This is an optimization exercise on Yosys and OpenROAD, whose aim is small area, a short achievable clock period and few clock cycles, not a production implementation. RTL that was checked went through simulation tests only; none was proved equivalent to the original.

==> flow/design.v (excerpt) <==
module bitmove_top #(
    parameter int FIFO_DEPTH = 4
) (
    input  logic                           clk,
    input  logic                           arst_n,
    input  logic                           reg_sel,
    input  logic                           reg_write,
    input  bitmove_pkg::reg_addr_t         reg_addr,
    input  bitmove_pkg::word_t             reg_wdata,
    output bitmove_pkg::word_t             reg_rdata,
    output logic                           done,
    output logic                           mem_req,
    output logic                           mem_we,
    output logic [bitmove_pkg::ADDR_W-1:0] mem_addr,
    output bitmove_pkg::word_t             mem_wdata,
    input  logic                           mem_hold,
    input  bitmove_pkg::word_t             mem_rdata
);
Size in the first run: roughly 1300 cells after synthesis, about 240 flip-flops, about 170 I/O pins, roughly 0.014 mm2 of cells after synthesis.
==> module bitmove_top, before the edit <==
module bitmove_top #(
    parameter int FIFO_DEPTH = 4
) (
    input  logic                           clk,
    input  logic                           arst_n,
    input  logic                           reg_sel,
    input  logic                           reg_write,
    input  bitmove_pkg::reg_addr_t         reg_addr,
    input  bitmove_pkg::word_t             reg_wdata,
    output bitmove_pkg::word_t             reg_rdata,
    output logic                           done,
    output logic                           mem_req,
    output logic                           mem_we,
    output logic [bitmove_pkg::ADDR_W-1:0] mem_addr,
    output bitmove_pkg::word_t             mem_wdata,
    input  logic                           mem_hold,
    input  bitmove_pkg::word_t             mem_rdata
);
    localparam logic [3:0] S_IDLE = 4'b0000;
    localparam logic [3:0] S_DONE = 4'b0001;
    localparam logic [3:0] S_BUB  = 4'b0010;
    localparam logic [3:0] S_PR   = 4'b1000;   
    localparam logic [3:0] S_R0   = 4'b1001;   
    localparam logic [3:0] S_XR   = 4'b1010;   
    localparam logic [3:0] S_R0F  = 4'b1011;   
    localparam logic [3:0] S_O0   = 4'b1100;   
    localparam logic [3:0] S_XO   = 4'b1101;   
    localparam logic [3:0] S_WR   = 4'b1110;   
    logic [31:0] src_r;
    logic [31:0] dst_r;
    logic [26:0] len_r;
    logic [3:0]  state;
    logic [3:0]  nstate;
    logic [1:0]  at;       
    logic [26:0] sa;
    logic [26:0] da;
    logic [22:0] t;
    logic [31:0] P;
    logic [31:0] W;
    logic        busy;
    logic        wr_en;
    logic        go;
    logic        adv;
    assign busy  = state[3] | state[1];
    assign wr_en = reg_sel & reg_write & ~busy;
    assign go    = wr_en & (reg_addr == 2'd3) & reg_wdata[0];
    assign adv   = ~mem_hold;
    always_ff @(posedge clk) begin
        if (wr_en && reg_addr == 2'd0) src_r <= reg_wdata;
        if (wr_en && reg_addr == 2'd1) dst_r <= reg_wdata;
        if (wr_en && reg_addr == 2'd2) len_r <= reg_wdata[26:0];
    end
    always_comb begin
        case (reg_addr)
            2'd0:    reg_rdata = src_r;
            2'd1:    reg_rdata = dst_r;
            2'd2:    reg_rdata = {5'd0, len_r};
            default: reg_rdata = {31'd0, busy};
        endcase
    end
    logic [4:0]  soff, doff, llo, r, dend;
    logic [5:0]  vd, vs;
    logic [1:0]  cd, cs;
    logic        e, flush, lp;
    logic        last, sec, third;
    logic        thi_z, thi_o;
    logic [1:0]  tlo;
    logic [31:0] fmask, lmask, m;
    assign soff  = src_r[4:0];
    assign doff  = dst_r[4:0];
    assign llo   = len_r[4:0];
    assign r     = soff - doff;
    assign e     = soff < doff;
    assign vd    = {1'b0, llo} + {1'b0, doff};
    assign vs    = {1'b0, llo} + {1'b0, soff};
    assign cd    = {vd > 6'd32, (vd != 6'd0) && (vd <= 6'd32)};
    assign cs    = {vs > 6'd32, (vs != 6'd0) && (vs <= 6'd32)};
    assign flush = (cd == cs + {1'b0, e});
    assign dend  = vd[4:0];
    assign lp    = dend != 5'd0;
    assign thi_z = (t[22:2] == '0);
    assign thi_o = (t[22:2] == '1);
    assign tlo   = t[1:0];
    always_comb begin
        case (cd)
            2'd0: begin
                last  = thi_z & (tlo == 2'd1);
                sec   = thi_z & (tlo == 2'd2);
                third = thi_z & (tlo == 2'd3);
            end
            2'd1: begin
                last  = thi_z & (tlo == 2'd0);
                sec   = thi_z & (tlo == 2'd1);
                third = thi_z & (tlo == 2'd2);
            end
            default: begin
                last  = thi_o & (tlo == 2'd3);
                sec   = thi_z & (tlo == 2'd0);
                third = thi_z & (tlo == 2'd1);
            end
        endcase
    end
    assign fmask = ~((32'd1 << doff) - 32'd1);
    assign lmask = lp ? ((32'd1 << dend) - 32'd1) : '1;
    assign m     = (at == 2'd2 ? fmask : '1) & (last ? lmask : '1);
    logic need_o0;
    logic [3:0] after_start;
    logic [3:0] first_state;
    assign need_o0     = (doff != 5'd0) | (last & (lp | flush));
    assign after_start = (last | (sec & flush)) ? S_BUB : S_XR;
    assign first_state = !e ? S_PR : S_R0F;
    always_comb begin
        nstate = state;
        case (state)
            S_IDLE, S_DONE: nstate = go ? first_state : S_IDLE;
            S_PR:  if (adv) nstate = (last & flush) ? S_O0 : S_R0;
            S_R0, S_R0F: if (adv) nstate = need_o0 ? S_O0 : after_start;
            S_O0:  if (adv) nstate = after_start;
            S_XR:  if (adv) nstate = S_WR;
            S_XO:  if (adv) nstate = S_BUB;
            S_BUB: if (adv) nstate = S_WR;
            S_WR:  if (adv) nstate = last ? S_DONE
                                  : sec ? (lp ? S_XO : S_WR)
                                  : (third & flush) ? S_WR : S_XR;
            default: nstate = S_IDLE;
        endcase
    end
    always_ff @(posedge clk or negedge arst_n) begin
        if (!arst_n) begin
            state <= S_IDLE;
            at    <= 2'd0;
        end else begin
            state <= nstate;
            if (adv) begin
                if (state[3] & ~state[2])                 at <= 2'd1;
                else if (state == S_O0)                   at <= 2'd2;
                else if (state == S_XO)                   at <= 2'd3;
                else                                      at <= 2'd0;
            end
        end
    end
    logic        use_d;
    logic        sfirst;
    logic        dfirst;
    logic [26:0] inc;
    logic        acc;
    assign use_d    = state[2];
    assign sfirst   = (state == S_PR) | (state == S_R0F);
    assign mem_addr = use_d ? (dfirst ? dst_r[31:5] : da) : (sfirst ? src_r[31:5] : sa);
    assign inc      = mem_addr + 27'd1;
    assign acc      = state[3] & adv;
    always_ff @(posedge clk) begin
        if (acc & ~use_d) sa <= inc;
        if (acc & (state == S_WR)) da <= inc;
        if (go) begin
            t      <= {1'b0, len_r[26:5]};
            dfirst <= 1'b1;
        end else if (acc & (state == S_WR)) begin
            t      <= t - 23'd1;
            dfirst <= 1'b0;
        end
    end
    logic        src_arr, old_arr, fe;
    logic [4:0]  rr;
    logic [31:0] rot;
    logic [31:0] hm;
    logic [31:0] fun;
    assign src_arr = adv & (at == 2'd1);
    assign old_arr = adv & at[1];
    assign fe      = adv & flush & (((state == S_BUB) & last) | ((state == S_WR) & sec));
    assign rr      = at[1] ? 5'd0 : r;
    always_comb begin
        rot = mem_rdata;
        for (int k = 0; k < 5; k++) begin
            if (rr[k]) rot = (rot >> (1 << k)) | (rot << (32 - (1 << k)));
        end
    end
    assign hm      = at[1] ? ~m : ~('1 >> r);
    assign fun     = (hm & rot) | (~hm & P);
    always_ff @(posedge clk) begin
        if (src_arr) P <= rot;
        for (int i = 0; i < 32; i++) begin
            if ((old_arr & ~m[i]) | src_arr | fe) W[i] <= fun[i];
        end
    end
    assign mem_req   = state[3];
    assign mem_we    = state[2] & state[1];
    assign mem_wdata = W;
    assign done      = (state == S_DONE);
endmodule
Settings: LEC_CHECK=0, CAP_MARGIN=20, CORE_MARGIN=2, CORE_UTILIZATION=40, SETUP_SLACK_MARGIN=3.8, SLEW_MARGIN=20; clock period 8.0 ns.
standard.sh (not shown) runs the stock make flow with config.mk's settings and CLKGATE_MAP_FILE= SYNTH_SCRIPT=/design/flow/synth_recipe.tcl, a recipe that flattens the netlist after the stock synthesis.
==> flow/flow/run.sh <==
#!/bin/bash
# The standard layout with two changes:
#  - synthesis maps logic with an area-oriented ABC script and plain gates
#    for adders (registers are mapped as in the standard synthesis);
#  - each port gets the smallest buffer; timing repair upsizes where needed.
set -euo pipefail
here=$(pwd)
{ head -n 1 synth_recipe.tcl; cat flow/abc_area.tcl; tail -n +2 synth_recipe.tcl; } > own_synth.tcl
sed "s|$here/synth_recipe.tcl|$here/own_synth.tcl|" standard.sh > own_standard.sh
grep -q own_synth.tcl own_standard.sh
export OWN_ABC_SCRIPT='+strash;&get,-n;&st;&syn2;&dch;&nf,-a,-R,1000;&st;&syn2;&dch;&nf,-a,-R,1000;&put;dnsize'
export ADDER_MAP_FILE=
export BUFFER_PORTS_ARGS="-buffer_cell sky130_fd_sc_hd__buf_1"
bash own_standard.sh > standard.log 2>&1
==> flow/flow/abc_area.tcl <==
# Sourced into the synthesis script after its first line: ORFS's abc call is
# redirected to an area-oriented mapping script (flops are mapped before abc,
# so the registers are those of the standard synthesis).
proc abc {args} {
  set i [lsearch -exact $args -script]
  if {$i >= 0} { set args [lreplace $args $i [expr {$i + 1}] -script $::env(OWN_ABC_SCRIPT)] }
  set j [lsearch -exact $args -D]
  if {$j >= 0} { set args [lreplace $args $j [expr {$j + 1}]] }
  yosys abc {*}$args
}
Testbench counts at the start, summed over its fixed seeds: cycles 9,457.
Rerun with:
--- a/flow/design.v
+++ b/flow/design.v
@@ -88,11 +88,12 @@
     logic [1:0]  cd, cs;
     logic        e, flush, lp;
     logic        last, sec, third;
     logic        thi_z, thi_o;
     logic [1:0]  tlo;
-    logic [31:0] fmask, lmask, m;
+    logic [4:0]  tx;
+    logic [31:0] th;
     assign soff  = src_r[4:0];
     assign doff  = dst_r[4:0];
     assign llo   = len_r[4:0];
     assign r     = soff - doff;
     assign e     = soff < doff;
@@ -123,24 +124,23 @@
                 sec   = thi_z & (tlo == 2'd0);
                 third = thi_z & (tlo == 2'd1);
             end
         endcase
     end
-    assign fmask = ~((32'd1 << doff) - 32'd1);
-    assign lmask = lp ? ((32'd1 << dend) - 32'd1) : '1;
-    assign m     = (at == 2'd2 ? fmask : '1) & (last ? lmask : '1);
+    assign tx = (at == 2'd2) ? doff : (at == 2'd3) ? dend : (5'd0 - r);
+    assign th = (32'd1 << tx) - 32'd1;
     logic need_o0;
     logic [3:0] after_start;
     logic [3:0] first_state;
-    assign need_o0     = (doff != 5'd0) | (last & (lp | flush));
-    assign after_start = (last | (sec & flush)) ? S_BUB : S_XR;
+    assign need_o0     = (doff != 5'd0) | (last & flush & ~lp);
+    assign after_start = last ? (lp ? S_XO : S_BUB) : (sec & flush) ? S_BUB : S_XR;
     assign first_state = !e ? S_PR : S_R0F;
     always_comb begin
         nstate = state;
         case (state)
             S_IDLE, S_DONE: nstate = go ? first_state : S_IDLE;
-            S_PR:  if (adv) nstate = (last & flush) ? S_O0 : S_R0;
+            S_PR:  if (adv) nstate = (last & flush) ? (need_o0 ? S_O0 : after_start) : S_R0;
             S_R0, S_R0F: if (adv) nstate = need_o0 ? S_O0 : after_start;
             S_O0:  if (adv) nstate = after_start;
             S_XR:  if (adv) nstate = S_WR;
             S_XO:  if (adv) nstate = S_BUB;
             S_BUB: if (adv) nstate = S_WR;
@@ -190,24 +190,24 @@
     logic [31:0] rot;
     logic [31:0] hm;
     logic [31:0] fun;
     assign src_arr = adv & (at == 2'd1);
     assign old_arr = adv & at[1];
-    assign fe      = adv & flush & (((state == S_BUB) & last) | ((state == S_WR) & sec));
+    assign fe      = adv & flush & ((last & at[1] & (~at[0] | ~need_o0)) | ((state == S_WR) & sec));
     assign rr      = at[1] ? 5'd0 : r;
     always_comb begin
         rot = mem_rdata;
         for (int k = 0; k < 5; k++) begin
             if (rr[k]) rot = (rot >> (1 << k)) | (rot << (32 - (1 << k)));
         end
     end
-    assign hm      = at[1] ? ~m : ~('1 >> r);
+    assign hm      = (at == 2'd2) ? th : (~th & {32{at[1] | (r != 5'd0)}});
     assign fun     = (hm & rot) | (~hm & P);
     always_ff @(posedge clk) begin
         if (src_arr) P <= rot;
         for (int i = 0; i < 32; i++) begin
-            if ((old_arr & ~m[i]) | src_arr | fe) W[i] <= fun[i];
+            if ((old_arr & hm[i]) | src_arr | fe) W[i] <= fun[i];
         end
     end
     assign mem_req   = state[3];
     assign mem_we    = state[2] & state[1];
     assign mem_wdata = W;
Effect: Count of clock-buffer cells in the layout drops by 6. First-iteration DRC count drops by 6.9%. Worst hold slack gains 0.0060 ns. Worst setup slack loses 0.039 ns. Fmax drops by 0.94%. Die area drops by 2.3%. Via count drops by 5.7%. Wire length drops by 4.5%.
For the second run of this note, only the layout was checked, not whether the RTL still works.

-- afterwards: timing with drivers on the ports --
How much do the figures lean on ideal ports? The routed layouts below were timed once more, with nothing changed but the port constraints. Step 1 sets driving cells, clkbuf_16 on the clock port and buf_2 on the other inputs (assumed; they add their load-dependent delay and slew). Step 2 adds t to the input delays and takes it off the output delays; t is the mean of the earliest and latest rising clock arrival at the registers after step 1. Input paths then give back, and output paths get back, about the clock's delay inside the block. Slacks: no drivers / after step 1 / after step 2; pairs: no drivers / after step 1.
run	t, ns	slack for setup (ns)	worst setup path after step 2	latest minus earliest clock arrival (ns)
the first run	0.610	3.834 / 3.803 / 3.803	input to output	0.010 / 0.010
the second run	0.607	3.795 / 3.742 / 3.770	input to output	0.013 / 0.013
After both steps setup and hold are still met in every run listed. The setup slack of the first run, which loses most, moves by -0.031 ns with the drivers and by -0.031 ns with both steps.
